This design comes from an exercise in tuning for small area, a short achievable clock period and few clock cycles per item on the open sky130 flow, not from production work. The RTL was checked by simulation tests, not by an equivalence proof against the original design. No activity file was given, so power comes from the tool's default toggle rates.

==> flow/design.v (excerpt) <==
module sample_tracker_report_scheduler (
	input  wire logic                              clk,
	input  wire logic                              arst_n,
	input  wire logic                              cfg_write,
	input  wire logic [strs_pkg::CfgIdxW-1:0]      cfg_index,
	input  wire logic [strs_pkg::CfgW-1:0]         cfg_data,
	input  wire logic                              item_valid,
	output logic                                   item_ready,
	input  wire logic [33:0]                       item,
	output logic                                   result_valid,
	input  wire logic                              result_ready,
	output logic [101:0]                           result
);
export LEC_CHECK = 0
export ABC_AREA = 1
export CAP_MARGIN = 20
export CORE_MARGIN = 2
export CORE_UTILIZATION = 60
export CTS_BUF_LIST = sky130_fd_sc_hd__clkbuf_4
export SETUP_SLACK_MARGIN = 3.2
export SLEW_MARGIN = 20
create_clock -name core_clock -period 6.5 [get_ports {clk}]
standard.sh (not shown) runs the stock make flow with config.mk's settings and CLKGATE_MAP_FILE= SYNTH_SCRIPT=/design/flow/synth_recipe.tcl, a recipe that flattens the netlist after the stock synthesis.
==> flow/flow/run.sh <==
#!/bin/bash
# The standard layout (standard.sh: the standard flow's synthesis and ORFS flow, unchanged),
# except that the buffer global placement puts on every input and output port
# is the smallest plain buffer (buf_1) rather than the one buffer_ports picks
# by default; repair may still resize it.
set -euo pipefail
bash standard.sh "BUFFER_PORTS_ARGS=-buffer_cell sky130_fd_sc_hd__buf_1"  finish > standard_flow.log 2>&1
Testbench counts at the start, summed over its fixed seeds: cycles 16,016, items 16,000.
==> next run, changes <==
Settings changed: SETUP_SLACK_MARGIN 3.2 to 3.65.
Count of clock-buffer cells in the layout stays the same.
Maximum frequency increases by 6.6%.
Cell area increases by 0.87%.
Via count barely changes.
Sequential share of layout area decreases by 0.33 points.
Power increases by 1.6%.
Sequential power stays flat.
Wire length increases by 1.4%.
Final cell count hardly moves.
Worst setup slack improved by 200 ps.
==> next run, changes <==
--- a/flow/flow/run.sh
+++ b/flow/flow/run.sh
@@ -6,2 +6,2 @@
 set -euo pipefail
-bash standard.sh "BUFFER_PORTS_ARGS=-buffer_cell sky130_fd_sc_hd__buf_1"  finish > standard_flow.log 2>&1
+bash standard.sh "BUFFER_PORTS_ARGS=-buffer_cell sky130_fd_sc_hd__buf_1" RECOVER_POWER=100 finish > standard_flow.log 2>&1
Settings changed: SETUP_SLACK_MARGIN 3.65 to 3.5.
After rerunning:
- Now the flow finished with max-capacitance violations, max-slew violations left
- cell area came out lower slightly
- critical path depth is higher by 9
- setup slack loses 1500 ps
- global-route usage fell by 0.20 points
- hold slack stays flat
- synthesized cell count is unchanged
- fmax shrinks by a quarter to a third
==> next run, changes <==
==> flow/run.sh (new file) <==
#!/bin/bash
# synth_recipe.tcl (not shown) runs the flow's synth.tcl, then flattens the netlist and writes it again
# the make line also repeats each setting of config.mk as NAME=value (left out here)
make -C /OpenROAD-flow-scripts/flow DESIGN_CONFIG=/design/flow/config.mk WORK_HOME=/design/flow/orfs CLKGATE_MAP_FILE= SYNTH_SCRIPT=/design/flow/synth_recipe.tcl finish
removed: flow/flow/run.sh
removed: flow/standard.sh
Outcome: The changed run finished clean. Wire length increases by a few percent. Total power increases by roughly a tenth. Cell count increases slightly.


The RTL this note starts from:
==> flow/design.v <==
`default_nettype none
package strs_pkg;
	localparam int ValueW  = 32;
	localparam int TimeW   = 32;
	localparam int CfgIdxW = 2;
	localparam int CfgW    = 32;
	typedef enum logic {
		CMD_SAMPLE = 1'b0,
		CMD_TICK   = 1'b1
	} cmd_t;
	localparam logic [CfgIdxW-1:0] CFG_REPORT_MIN = 2'd0;
	localparam logic [CfgIdxW-1:0] CFG_REPORT_MAX = 2'd1;
	localparam logic [CfgIdxW-1:0] CFG_ON_CHANGE  = 2'd2;
	localparam int CodeMinBit = 0;
	localparam int CodeMaxBit = 1;
	typedef struct packed {
		logic                     command;
		logic signed [ValueW-1:0] sample_value;
		logic                     sample_valid;
	} item_t;
	typedef struct packed {
		logic                     value_changed;
		logic [1:0]               min_max_code;
		logic                     report_due;
		logic signed [ValueW-1:0] current_value;
		logic                     current_valid;
		logic signed [ValueW-1:0] min_value;
		logic signed [ValueW-1:0] max_value;
		logic                     min_max_valid;
	} result_t;
endpackage
`default_nettype wire
`default_nettype none
module sample_tracker_report_scheduler (
	input  wire logic                              clk,
	input  wire logic                              arst_n,
	input  wire logic                              cfg_write,
	input  wire logic [strs_pkg::CfgIdxW-1:0]      cfg_index,
	input  wire logic [strs_pkg::CfgW-1:0]         cfg_data,
	input  wire logic                              item_valid,
	output logic                                   item_ready,
	input  wire logic [33:0]                       item,
	output logic                                   result_valid,
	input  wire logic                              result_ready,
	output logic [101:0]                           result
);
	logic [strs_pkg::TimeW-1:0] report_min_q;
	logic [strs_pkg::TimeW-1:0] report_max_q;
	logic                       on_change_q;
	logic [strs_pkg::TimeW-1:0]          elapsed_q;   
	logic signed [strs_pkg::ValueW-1:0]  value_q;
	logic                                valid_q;
	logic                                pending_q;
	logic signed [strs_pkg::ValueW-1:0]  min_q;
	logic signed [strs_pkg::ValueW-1:0]  max_q;
	logic                                ext_valid_q;
	logic res_valid_q;
	logic changed_q;
	logic new_min_q;
	logic new_max_q;
	logic due_q;
	logic                               is_tick;
	logic signed [strs_pkg::ValueW-1:0] in_value;
	logic                               in_ok;
	logic                               accept;
	logic                               take_sample;
	logic                               take_tick;
	logic                               same;
	logic                               new_min;
	logic                               new_max;
	logic                               gt_min;
	logic                               gt_max;
	logic                               wrap;
	logic                               due;
	function automatic logic ult32(input logic [31:0] a, input logic [31:0] b);
		logic [31:0] l;
		logic [31:0] g;
		l = ~a & b;
		g = a & ~b;
		for (int w = 16; w >= 1; w = w / 2) begin
			for (int j = 0; j < w; j++) begin
				l[j] = l[2*j+1] | (~g[2*j+1] & l[2*j]);
				g[j] = g[2*j+1] | (~l[2*j+1] & g[2*j]);
			end
		end
		ult32 = l[0];
	endfunction
	function automatic logic slt32(input logic [31:0] a, input logic [31:0] b);
		slt32 = ult32({~a[31], a[30:0]}, {~b[31], b[30:0]});
	endfunction
	function automatic logic [31:0] inc32(input logic [31:0] a);
		logic [31:0] r;
		for (int i = 0; i < 32; i++) begin
			r[i] = a[i] ^ (&(a | ~((32'd1 << i) - 32'd1)));
		end
		inc32 = r;
	endfunction
	assign is_tick  = item[33];
	assign in_value = item[32:1];
	assign in_ok    = item[0];
	assign item_ready   = !res_valid_q || result_ready;
	assign accept       = item_valid && item_ready;
	assign take_sample  = accept && !is_tick;
	assign take_tick    = accept && is_tick;
	assign result_valid = res_valid_q;
	assign result = {changed_q, new_max_q, new_min_q, due_q,
	                 value_q, valid_q, min_q, max_q, ext_valid_q};
	assign same    = in_ok && valid_q && (in_value == value_q);
	assign new_max = in_ok && (!ext_valid_q || slt32(max_q, in_value));
	assign new_min = in_ok && (!ext_valid_q || slt32(in_value, min_q));
	assign wrap   = &elapsed_q;
	assign gt_min = !wrap && !ult32(elapsed_q, report_min_q);
	assign gt_max = !wrap && !ult32(elapsed_q, report_max_q);
	assign due    = (report_min_q != '0) &&
		(on_change_q ? ((pending_q && gt_min) || gt_max) : gt_min);
	always_ff @(posedge clk or negedge arst_n) begin
		if (!arst_n) begin
			report_min_q <= '0;
			report_max_q <= '0;
			on_change_q  <= 1'b0;
		end else if (cfg_write) begin
			unique case (cfg_index)
				strs_pkg::CFG_REPORT_MIN: report_min_q <= cfg_data;
				strs_pkg::CFG_REPORT_MAX: report_max_q <= cfg_data;
				strs_pkg::CFG_ON_CHANGE:  on_change_q  <= cfg_data[0];
				default: ;    
			endcase
		end
	end
	always_ff @(posedge clk or negedge arst_n) begin
		if (!arst_n) begin
			res_valid_q <= 1'b0;
		end else if (accept) begin
			res_valid_q <= 1'b1;
		end else if (result_ready) begin
			res_valid_q <= 1'b0;
		end
	end
	always_ff @(posedge clk or negedge arst_n) begin
		if (!arst_n) begin
			changed_q <= 1'b0;
			new_min_q <= 1'b0;
			new_max_q <= 1'b0;
			due_q     <= 1'b0;
		end else if (accept) begin
			changed_q <= !is_tick && !same;
			new_min_q <= !is_tick && new_min;
			new_max_q <= !is_tick && new_max;
			due_q     <= is_tick && due;
		end
	end
	always_ff @(posedge clk or negedge arst_n) begin
		if (!arst_n) begin
			value_q     <= '0;
			valid_q     <= 1'b0;
			min_q       <= '0;
			max_q       <= '0;
			ext_valid_q <= 1'b0;
		end else if (take_sample) begin
			value_q <= in_ok ? in_value : '0;
			valid_q <= in_ok;
			if (new_min) begin
				min_q <= in_value;
			end
			if (new_max) begin
				max_q <= in_value;
			end
			if (in_ok) begin
				ext_valid_q <= 1'b1;
			end
		end
	end
	always_ff @(posedge clk or negedge arst_n) begin
		if (!arst_n) begin
			elapsed_q <= '0;
			pending_q <= 1'b0;
		end else if (take_sample) begin
			if (!same) begin
				pending_q <= 1'b1;
			end
		end else if (take_tick) begin
			if (due) begin
				elapsed_q <= '0;
				pending_q <= 1'b0;
			end else begin
				elapsed_q <= inc32(elapsed_q);
			end
		end
	end
endmodule
`default_nettype wire
Settings: LEC_CHECK=0, ABC_AREA=1, CAP_MARGIN=20, CORE_MARGIN=2, CORE_UTILIZATION=60, CTS_BUF_LIST=sky130_fd_sc_hd__clkbuf_4, SETUP_SLACK_MARGIN=3.5, SLEW_MARGIN=20; clock period 6.5 ns.
==> flow/flow/run.sh <==
#!/bin/bash
# The standard layout (standard.sh: the standard flow's synthesis and ORFS flow, unchanged),
# except that the buffer global placement puts on every input and output port
# is the smallest plain buffer (buf_1) rather than the one buffer_ports picks
# by default; repair may still resize it.
set -euo pipefail
bash standard.sh "BUFFER_PORTS_ARGS=-buffer_cell sky130_fd_sc_hd__buf_1"  finish > standard_flow.log 2>&1
The starting point completed without violations.
Testbench counts at the start, summed over its fixed seeds: cycles 16,016, items 16,000.
Next try:
--- a/flow/config.mk
+++ b/flow/config.mk
@@ -10,3 +10,3 @@
 export CORE_MARGIN = 2
-export CORE_UTILIZATION = 60
+export CORE_UTILIZATION = 40
 export CTS_BUF_LIST = sky130_fd_sc_hd__clkbuf_4
Result:
- The changed run completed with no timing, DRC or antenna violations
- routed wire length increases by 8.8%
- setup slack gets better by 0.017 ns
- first-iteration DRC count increases by 7.3%
- synthesized area is unchanged
- global-route usage decreases by 8.1 points
- fmax increases by 0.59%
- via count decreases by 0.34%
- worst hold slack barely changes
- total power increases by 3.8%
- combinational power barely changes
Next try:
--- a/flow/config.mk
+++ b/flow/config.mk
@@ -10,5 +10,7 @@
 export CORE_MARGIN = 2
-export CORE_UTILIZATION = 40
-export CTS_BUF_LIST = sky130_fd_sc_hd__clkbuf_4
-export SETUP_SLACK_MARGIN = 3.5
+export CORE_UTILIZATION = 60
+export CTS_BUF_LIST = sky130_fd_sc_hd__clkbuf_16
+export CTS_CLUSTER_DIAMETER = 150
+export CTS_CLUSTER_SIZE = 25
+export SETUP_SLACK_MARGIN = 3.8
 export SLEW_MARGIN = 20
What happened: Clock skew goes down by 0.048 ns. Die area goes down by a quarter to a third. First-iteration DRC count goes down by about a fifth. Sequential cell count stays the same. Design area goes down slightly.
Next try:
==> flow/run.sh (new file) <==
#!/bin/bash
# synth_recipe.tcl (not shown) runs the flow's synth.tcl, then flattens the netlist and writes it again
# the make line also repeats each setting of config.mk as NAME=value (left out here)
make -C /OpenROAD-flow-scripts/flow DESIGN_CONFIG=/design/flow/config.mk WORK_HOME=/design/flow/orfs CLKGATE_MAP_FILE= SYNTH_SCRIPT=/design/flow/synth_recipe.tcl finish
--- a/flow/config.mk
+++ b/flow/config.mk
@@ -10,7 +10,4 @@
 export CORE_MARGIN = 2
-export CORE_UTILIZATION = 60
-export CTS_BUF_LIST = sky130_fd_sc_hd__clkbuf_16
-export CTS_CLUSTER_DIAMETER = 150
-export CTS_CLUSTER_SIZE = 25
-export SETUP_SLACK_MARGIN = 3.8
+export CORE_UTILIZATION = 40
+export SETUP_SLACK_MARGIN = 3.5
 export SLEW_MARGIN = 20
removed: flow/flow/run.sh
removed: flow/standard.sh
The new run went through all stages and came out clean.
Routed wire length climbs by 10%.
Non-clock buffer count does not change.
Synthesized cell count is unchanged.
Via count is about the same.
Sequential share of layout area drops by 4.3 points.
Maximum frequency drops by 0.57%.
Utilization drops by 18 points.
Register-to-register slack is worse by 0.17 ns.
Combinational power climbs by about 8%.
Next try:
==> flow/flow/run.sh (new file) <==
#!/bin/bash
# The standard layout (standard.sh: the standard flow's synthesis and ORFS flow, unchanged),
# except that the buffer global placement puts on every input and output port
# is the smallest plain buffer (buf_1) rather than the one buffer_ports picks
# by default; repair may still resize it.
set -euo pipefail
bash standard.sh "BUFFER_PORTS_ARGS=-buffer_cell sky130_fd_sc_hd__buf_1"  finish > standard_flow.log 2>&1
==> flow/standard.sh (new file) <==
#!/bin/bash
# synth_recipe.tcl (not shown) runs the flow's synth.tcl, then flattens the netlist and writes it again
# the make line also repeats each setting of config.mk as NAME=value (left out here)
make -C /OpenROAD-flow-scripts/flow DESIGN_CONFIG=/design/flow/config.mk WORK_HOME=/design/flow/orfs CLKGATE_MAP_FILE= SYNTH_SCRIPT=/design/flow/synth_recipe.tcl "${@:-finish}"
--- a/flow/config.mk
+++ b/flow/config.mk
@@ -10,3 +10,5 @@
 export CORE_MARGIN = 2
-export CORE_UTILIZATION = 40
+export CORE_UTILIZATION = 60
+export CTS_BUF_LIST = sky130_fd_sc_hd__clkbuf_8
+export CTS_CLUSTER_SIZE = 30
 export SETUP_SLACK_MARGIN = 3.5
removed: flow/run.sh
Result:
- clock skew increases by 0.014 ns
- final cell count drops by about 6%
- final area decreases by about 11%
- sequential power hardly moves
- worst hold slack degrades by 0.012 ns
- sequential cell count stays the same
- global-route usage came out higher by 7.6 points

==> afterwards: timing with drivers on the ports <==
In the flow no input, the clock included, has a driving cell. The finished layouts below were timed again as built, in two steps.
Step 1 sets driving cells, clkbuf_16 on the clock port and buf_2 on the other inputs (assumed; they add their load-dependent delay and slew).
Step 2 moves the port delays by t, midway between the first and last clock arrival at a register: inputs arrive t later, outputs are due t later. That takes back most of the time a late clock gives input paths.
Three values: no drivers, after step 1, after step 2; two values: the first two.
| run | t (ns) | setup WS [ns] | clock arrival spread, ns | pins driven straight from the clock port |
|---|---|---|---|---|
| the first run of note 1 | 0.702 | 3.339 / 3.363 / 2.661 | 0.031 / 0.032 | 1 |
| the second run of note 1 | 0.706 | 3.536 / 3.515 / 3.074 | 0.027 / 0.027 | 1 |
| the third run of note 1 | 0.705 | 2.021 / 2.047 / 1.342 | 0.029 / 0.030 | 1 |
| the fourth run of note 1 | 0.712 | 3.525 / 3.479 / 2.851 | 0.042 / 0.042 | 1 |
| the first run of note 2 | 0.706 | 3.532 / 3.508 / 2.924 | 0.028 / 0.028 | 1 |
| the second run of note 2 | 0.730 | 3.549 / 3.527 / 2.896 | 0.083 / 0.084 | 1 |
| the third run of note 2 | 0.509 | 3.593 / 3.571 / 3.349 | 0.034 / 0.034 | 1 |
| the fourth run of note 2 | 0.569 | 3.576 / 3.552 / 3.070 | 0.015 / 0.014 | 1 |
| the fifth run of note 2 | 0.577 | 3.538 / 3.512 / 3.009 | 0.025 / 0.026 | 1 |
The setup slack of the third run of note 1, which loses most, moves by +0.026 ns with the drivers and by -0.679 ns with both steps.
